This is an optimization exercise on Yosys and OpenROAD, whose aim is small area, a short achievable clock period and few clock cycles per item, not a production implementation. In this exercise RTL edits were held to simulation tests only and were not proved equivalent to the original. No activity file was given, so power comes from the tool's default toggle rates.

==> design.v <==
package spq_pkg;
    localparam int CAPACITY   = 16;
    localparam int CNT_W      = $clog2(CAPACITY + 1);
    localparam int DATA_W     = 32;
    localparam int OUT_CNT_W  = 5;
    localparam logic       REQ_INSERT = 1'b0;
    localparam logic       REQ_REMOVE = 1'b1;
    localparam logic [1:0] STAT_DONE  = 2'd0;
    localparam logic [1:0] STAT_FULL  = 2'd1;
    localparam logic [1:0] STAT_EMPTY = 2'd2;
    typedef enum logic {
        ST_IDLE,
        ST_EXEC
    } t_state;
    typedef struct packed {
        logic capture;
        logic commit;
    } t_dp_cmd;
    typedef struct packed {
        logic out_free;
    } t_dp_sts;
endpackage
import spq_pkg::*;
module spq_ctrl (
    input  logic             i_clk,
    input  logic             i_rst_n,
    input  logic             i_in_valid,
    output logic             o_in_stall,
    input  spq_pkg::t_dp_sts i_sts,
    output spq_pkg::t_dp_cmd o_cmd
);
    spq_pkg::t_state r_state;
    spq_pkg::t_state n_state;
    always_ff @(posedge i_clk) begin
        if (!i_rst_n) begin
            r_state <= ST_IDLE;
        end else begin
            r_state <= n_state;
        end
    end
    always_comb begin
        n_state = r_state;
        case (r_state)
            ST_IDLE: begin
                if (i_in_valid) begin
                    n_state = ST_EXEC;
                end
            end
            ST_EXEC: begin
                if (i_sts.out_free) begin
                    n_state = ST_IDLE;
                end
            end
            default: begin
                n_state = ST_IDLE;
            end
        endcase
    end
    always_comb begin
        o_in_stall    = 1'b1;
        o_cmd.capture = 1'b0;
        o_cmd.commit  = 1'b0;
        case (r_state)
            ST_IDLE: begin
                o_in_stall    = 1'b0;
                o_cmd.capture = i_in_valid;
            end
            ST_EXEC: begin
                o_cmd.commit  = i_sts.out_free;
            end
            default: begin
                o_in_stall = 1'b1;
            end
        endcase
    end
endmodule
import spq_pkg::*;
module spq_datapath (
    input  logic                        i_clk,
    input  logic                        i_rst_n,
    input  spq_pkg::t_dp_cmd            i_cmd,
    output spq_pkg::t_dp_sts            o_sts,
    input  logic                        i_req_type,
    input  logic signed [31:0]          i_value,
    input  logic                        i_out_stall,
    output logic                        o_out_valid,
    output logic [1:0]                  o_status,
    output logic signed [31:0]          o_removed_value,
    output logic signed [31:0]          o_head_value,
    output logic                        o_head_valid,
    output logic [4:0]                  o_entry_count,
    output logic                        o_is_full,
    output logic                        o_is_empty
);
    logic                     r_req_type;
    logic signed [DATA_W-1:0] r_value;
    logic signed [DATA_W-1:0] r_entry [CAPACITY];
    logic signed [DATA_W-1:0] n_entry [CAPACITY];
    logic [CNT_W-1:0]         r_count;
    logic [CNT_W-1:0]         n_count;
    logic                     r_out_valid;
    logic [1:0]               n_status;
    logic signed [DATA_W-1:0] n_removed;
    logic [CAPACITY-1:0]      ge;
    logic                     cur_full;
    logic                     cur_empty;
    logic [CNT_W+OUT_CNT_W-1:0] cnt_ext;
    assign cur_full  = (r_count == CNT_W'(CAPACITY));
    assign cur_empty = (r_count == '0);
    always_comb begin
        for (int k = 0; k < CAPACITY; k++) begin
            ge[k] = (CNT_W'(k) < r_count) && (r_entry[k] >= r_value);
        end
    end
    always_comb begin
        n_status  = STAT_DONE;
        n_removed = '0;
        n_count   = r_count;
        for (int k = 0; k < CAPACITY; k++) begin
            n_entry[k] = r_entry[k];
        end
        if (r_req_type == REQ_INSERT) begin
            if (cur_full) begin
                n_status = STAT_FULL;
            end else begin
                n_count = r_count + 1'b1;
                for (int k = 0; k < CAPACITY; k++) begin
                    if (ge[k]) begin
                        n_entry[k] = r_entry[k];
                    end else if (k == 0) begin
                        n_entry[k] = r_value;
                    end else if (ge[(k == 0) ? 0 : k - 1]) begin
                        n_entry[k] = r_value;
                    end else begin
                        n_entry[k] = r_entry[(k == 0) ? 0 : k - 1];
                    end
                end
            end
        end else begin
            if (cur_empty) begin
                n_status = STAT_EMPTY;
            end else begin
                n_count   = r_count - 1'b1;
                n_removed = r_entry[0];
                for (int k = 0; k < CAPACITY - 1; k++) begin
                    n_entry[k] = r_entry[k + 1];
                end
            end
        end
    end
    assign cnt_ext = {{OUT_CNT_W{1'b0}}, n_count};
    always_ff @(posedge i_clk) begin
        if (i_cmd.capture) begin
            r_req_type <= i_req_type;
            r_value    <= i_value;
        end
        if (i_cmd.commit) begin
            for (int k = 0; k < CAPACITY; k++) begin
                r_entry[k] <= n_entry[k];
            end
            o_status        <= n_status;
            o_removed_value <= n_removed;
            o_head_value    <= (n_count != '0) ? n_entry[0] : '0;
            o_head_valid    <= (n_count != '0);
            o_entry_count   <= cnt_ext[OUT_CNT_W-1:0];
            o_is_full       <= (n_count == CNT_W'(CAPACITY));
            o_is_empty      <= (n_count == '0);
        end
    end
    always_ff @(posedge i_clk) begin
        if (!i_rst_n) begin
            r_count     <= '0;
            r_out_valid <= 1'b0;
        end else begin
            if (i_cmd.commit) begin
                r_count     <= n_count;
                r_out_valid <= 1'b1;
            end else if (!i_out_stall) begin
                r_out_valid <= 1'b0;
            end
        end
    end
    assign o_sts.out_free = !r_out_valid || !i_out_stall;
    assign o_out_valid    = r_out_valid;
endmodule
import spq_pkg::*;
module sorted_priority_queue_unit (
    input  logic               i_clk,
    input  logic               i_rst_n,
    input  logic               i_in_valid,
    output logic               o_in_stall,
    input  logic               i_req_type,
    input  logic signed [31:0] i_value,
    output logic               o_out_valid,
    input  logic               i_out_stall,
    output logic [1:0]         o_status,
    output logic signed [31:0] o_removed_value,
    output logic signed [31:0] o_head_value,
    output logic               o_head_valid,
    output logic [4:0]         o_entry_count,
    output logic               o_is_full,
    output logic               o_is_empty
);
    spq_pkg::t_dp_cmd cmd;
    spq_pkg::t_dp_sts sts;
    spq_ctrl u_ctrl (
        .i_clk      (i_clk),
        .i_rst_n    (i_rst_n),
        .i_in_valid (i_in_valid),
        .o_in_stall (o_in_stall),
        .i_sts      (sts),
        .o_cmd      (cmd)
    );
    spq_datapath u_datapath (
        .i_clk           (i_clk),
        .i_rst_n         (i_rst_n),
        .i_cmd           (cmd),
        .o_sts           (sts),
        .i_req_type      (i_req_type),
        .i_value         (i_value),
        .i_out_stall     (i_out_stall),
        .o_out_valid     (o_out_valid),
        .o_status        (o_status),
        .o_removed_value (o_removed_value),
        .o_head_value    (o_head_value),
        .o_head_valid    (o_head_valid),
        .o_entry_count   (o_entry_count),
        .o_is_full       (o_is_full),
        .o_is_empty      (o_is_empty)
    );
endmodule
==> run.sh <==
#!/bin/bash
# synth_recipe.tcl (not shown) runs the flow's synth.tcl, then flattens the netlist and writes it again
# the make line also repeats each setting of config.mk as NAME=value (left out here)
make -C /OpenROAD-flow-scripts/flow DESIGN_CONFIG=/design/flow/config.mk WORK_HOME=/design/flow/orfs CLKGATE_MAP_FILE= SYNTH_SCRIPT=/design/flow/synth_recipe.tcl finish
==> config.mk <==
export PLATFORM = sky130hd
export DESIGN_NAME = sorted_priority_queue_unit
export DESIGN_NICKNAME = sorted_priority_queue_unit
export VERILOG_FILES = /design/flow/design.v
export SDC_FILE = /design/flow/constraint.sdc
export NUM_CORES = 4
export LEC_CHECK = 0
export CAP_MARGIN = 20
export CORE_MARGIN = 2
export CORE_UTILIZATION = 40
export SLEW_MARGIN = 20
==> constraint.sdc <==
create_clock -name core_clock -period 5.0 [get_ports {i_clk}]
set_input_delay 1.0000 -clock core_clock [delete_from_list [all_inputs] [get_ports {i_clk}]]
set_output_delay 1.0000 -clock core_clock [all_outputs]
set_load 0.01 [all_outputs]
==> impl_metrics.ini <==
[detailed_routing]
drc = 0
post_drt_wl_per_cell_microns = 21.5
post_drt_via_cell_ratio = 5.78
routed_wl_microns = 128000
antenna_left = 0
detail_route.first_pass.iterations = 6
vias = 34200
drt_first_iter_violations = 3112

[final_layout]
syn2layout_area_growth_pct = 12.3
diodes = 0
drive_gt1_share_pct = 7.94
post-route-cell-area_sq_um = 49800
layout.cells.most_common_list = sky130_fd_sc_hd__edfxtp_1, sky130_fd_sc_hd__ha_1, sky130_fd_sc_hd__nand2_1
layout.cells.most_common = sky130_fd_sc_hd__edfxtp_1
finalNonFillerCells = 5922
total_nets_final = 4930

[synthesis]
postSynthNetCount = 4912
synth_ff_type = sky130_fd_sc_hd__edfxtp_1
synth-edff-count = 619
ys_seq_elements = 626
postSynthCellCount = 4360
ys_warn_count = 4
synth_cell_types = 82
syn_area_sq_um = 44300
syn_avg_cell_area_sq_um = 10.2
postSynth.asyncResetShare_pct = 0
ys_seq_area_share_pct = 42.3

[floorplan]
dieArea_sq_um = 113000
design.portCount = 113
row_count = 122
dieWidth_microns = 337
die_h_microns = 337
core_area_sq_um = 110000
start_util_pct = 40.2

[critical_path]
cp_data_required_time_ps = 5430
cp_data_arrival_time_ps = 5260
critical-path-top-cell-by-count = sky130_fd_sc_hd__buf_4
regToRegStartpoint = u_datapath.r_value[15]
worstSetupEndpointType = flip-flop
setup.worst_path.start_class = flip-flop
timing.setup.critical_path_class = reg2reg
ff2ff_path_depth = 14
crit_path_max_incr_delay_ps = 1050
critical_path.max_fanout = 45
worst_path_cell_chain = inv_1 -> buf_4 -> ha_1 -> nand4_1 -> nor3_1 -> buf_4 -> a21boi_0 -> buf_4 -> o41ai_1 -> a211o_2 -> and2_4 -> buf_12 -> nor3_1 -> a211oi_1
reg2reg_to = u_datapath.o_head_value[5]
reg2reg_slack_ps = 170
crit_path_top_delay_cell = sky130_fd_sc_hd__o41ai_1

[placement]
port-buffer-count = 112
detailed_place_hpwl_microns = 95300
postPlaceCellArea_sq_um = 47400
numPlacedInstances = 5787
gp_routability_congestion = 0.895

[cts]
cts.hold.buffers_added = 0
clkSinkCount = 626
clkLatencyLatePin_ps = 640
post-cts-setup-buffer-count = 0
clock_tree.buffer_depth = 3
root_buffer = sky130_fd_sc_hd__clkbuf_16
cts_htree_levels = 3
inserted_clock_buffers = 75
clk_pin_slew_ps = 60
ctsResizeCount = 0
cts_tree = built

[power]
power.leakage_nw = 19.6
pwr_density_cell_nw_per_um2 = 306
power_mw = 15.2
max-vdd-ir-drop_v = 0.000202

[timing]
report.final.setup_viol = 0
finClkSkew_ps = 38.2
rsz0062_at_grt = no
drv_slew = 0
achievable-frequency_ghz = 0.207
post-route-period-util_pct = 96.6
final.setup.tns_ps = 0
worst_slew_pin_slew_ps = 1200
max-slew-margin-rel_pct = 18.9
hold_viol = 0
finalCriticalPeriod_ps = 4830

[hold_path]
number_of_cells_traversed_by_the_worst_hold_path = 2
min-delay-path-class = reg2reg
hold_path_end = u_datapath.r_entry[3][0]
min_from = u_datapath.r_entry[4][0]

[status]
outcome = finished clean

[global_routing]
first_global_vias = 32800
antenna_found_initial = 2
grt_pass1_wl_microns = 196000
grt_util_all_layers_pct = 22.0
final_global_route_overflow_total = 0
largest_net_degree_at_the_start_of_global_routing = 175

[run]
maxCapViolations = 0
==> cells in the mapped netlist (5+ instances only) <==
| cell | n | area, sq um |
|---|---|---|
| sky130_fd_sc_hd__a21boi_0 | 6 | 45.0 |
| sky130_fd_sc_hd__nand2b_1 | 15 | 93.8 |
| sky130_fd_sc_hd__a21oi_1 | 302 | 1510 |
| sky130_fd_sc_hd__nand3_1 | 88 | 440 |
| sky130_fd_sc_hd__and4_1 | 8 | 70.1 |
| sky130_fd_sc_hd__a22oi_1 | 69 | 518 |
| sky130_fd_sc_hd__mux2_1 | 29 | 327 |
| sky130_fd_sc_hd__inv_1 | 67 | 251 |
| sky130_fd_sc_hd__edfxtp_1 | 619 | 18600 |
| sky130_fd_sc_hd__buf_2 | 32 | 160 |
| sky130_fd_sc_hd__a211o_1 | 5 | 43.8 |
| sky130_fd_sc_hd__nor2b_1 | 95 | 594 |
| sky130_fd_sc_hd__o21a_1 | 15 | 113 |
| sky130_fd_sc_hd__o21ai_1 | 27 | 135 |
| sky130_fd_sc_hd__o22ai_1 | 6 | 37.5 |
| sky130_fd_sc_hd__a21bo_2 | 31 | 310 |
| sky130_fd_sc_hd__buf_1 | 15 | 56.3 |
| sky130_fd_sc_hd__a221oi_2 | 29 | 435 |
| sky130_fd_sc_hd__ha_1 | 515 | 6440 |
| sky130_fd_sc_hd__and3_1 | 38 | 238 |
| sky130_fd_sc_hd__clkbuf_1 | 237 | 890 |
| sky130_fd_sc_hd__nor2_1 | 355 | 1330 |
| sky130_fd_sc_hd__o211ai_1 | 22 | 165 |
| sky130_fd_sc_hd__nand4_1 | 103 | 644 |
| sky130_fd_sc_hd__a31oi_1 | 45 | 282 |
| sky130_fd_sc_hd__buf_6 | 20 | 225 |
| sky130_fd_sc_hd__o21ai_0 | 279 | 1400 |
| sky130_fd_sc_hd__o41ai_1 | 8 | 70.1 |
| sky130_fd_sc_hd__a21o_1 | 95 | 713 |
| sky130_fd_sc_hd__nor3_1 | 147 | 736 |
| sky130_fd_sc_hd__buf_4 | 10 | 75.1 |
| sky130_fd_sc_hd__nor4_1 | 16 | 100 |
| sky130_fd_sc_hd__dfxtp_1 | 7 | 140 |
| sky130_fd_sc_hd__nand2_1 | 426 | 1600 |
| sky130_fd_sc_hd__a2111oi_0 | 8 | 70.1 |
| sky130_fd_sc_hd__o2bb2ai_1 | 35 | 307 |
| sky130_fd_sc_hd__mux2i_1 | 384 | 3840 |
| sky130_fd_sc_hd__a211oi_1 | 77 | 578 |
==> flip-flops by register name (all words and copies together) (netlist names), 2 cells and up <==
name / count
u_datapath.r_value: 32
u_datapath.o_status: 2
u_datapath.o_entry_count: 5
u_datapath.r_entry: 512
u_datapath.r_count: 5
u_datapath.o_head_value: 32
u_datapath.o_removed_value: 32
==> power by group <==
group	leakage (nW)	switching [mW]	internal, mW
Clock	1.12	2.29	3.00
Combinational	12.6	1.99	1.29
Sequential	5.80	0.319	6.32
Total	19.6	4.60	10.6
==> routing by layer <==
| layer | wire [microns] | track usage, % |
|---|---|---|
| met2 | 59400 | 36.6 |
| met1 | 57800 | 29.7 |
| met5 | 14 | 0 |
| met4 | 4200 | 7.79 |
| met3 | 6060 | 2.33 |
==> worst max-delay path by stage <==
stage | end | startpoint | cells past startpoint | slack (ps)
5_1_grt | u_datapath.o_head_value[5] | u_datapath.r_value[15] | 14 | 100
3_5_place_dp | u_datapath.o_head_value[5] | u_datapath.r_value[15] | 14 | 250
6_report | u_datapath.o_head_value[5] | u_datapath.r_value[15] | 14 | 170
2_1_floorplan | u_datapath.r_entry[12][0] | i_out_stall | 4 | -600
3_3_place_gp | u_datapath.o_head_value[5] | u_datapath.r_value[15] | 14 | 300
4_1_cts | u_datapath.o_head_value[5] | u_datapath.r_value[15] | 14 | 220
==> layout make-up <==
type,instances,area (sq um)
Clock buffer,96,2060
Clock inverter,37,215
Fill cell,10400,60400
Inverter,70,270
Multi-Input combinational cell,3350,24200
Sequential cell,626,18700
Tap cell,1488,1860
Timing Repair Buffer,255,2410
==> through the flow <==
stage	hold slack [ps]	util, %	worst slack (ps)
floorplan	525	-	-599
global placement	541	43.0	305
detailed placement	546	43.0	249
CTS	559	45.1	217
global route	574	45.2	103
finish	556	45.2	169
==> worst max-delay path: cells and delay by family, from the launching register on <==
| family | cells | cell delay, ps |
|---|---|---|
| buf+inv | 5 | 1210 |
| flops | 1 | 420 |
| simple gates | 4 | 920 |
| compound gates | 4 | 1780 |
| fa+ha+maj | 1 | 240 |
==> cell families after synthesis <==
family / count (synthesis) / share of synthesized area [%]
simple gates: 1312 / 13.6
compound gates: 1105 / 16.3
flops: 626 / 42.3
fa+ha+maj: 515 / 14.5
mux: 416 / 9.49
buf+inv: 384 / 3.77
xor+xnor: 2 / 0.0395
Testbench counts, summed over its fixed seeds: cycles 32,008, items 16,000.

what the ideal ports hide:
The flow's constraints put no driver on any port. The routed layout listed below was extracted and timed again, unchanged, in two steps. Step 1: set_driving_cell puts a clkbuf_16 on i_clk and a buf_2 on each other input, an assumption about the parent block. Step 2 adds t to the input delays and takes it off the output delays; t is the mean of the earliest and latest rising clock arrival at the registers after step 1. Input paths then give back, and output paths get back, about the clock's delay inside the block. Three values: ideal, step 1, step 2; two values: the first two.
t, ns: 0.701
slack for setup (ns): 0.169 / 0.169 / 0.169
slew at the worst register clock pin (ns): 0.06 / 0.06
After both steps setup and hold are still met in this run. The setup slack of this run moves by 0.000 ns with the drivers and by 0.000 ns with both steps.
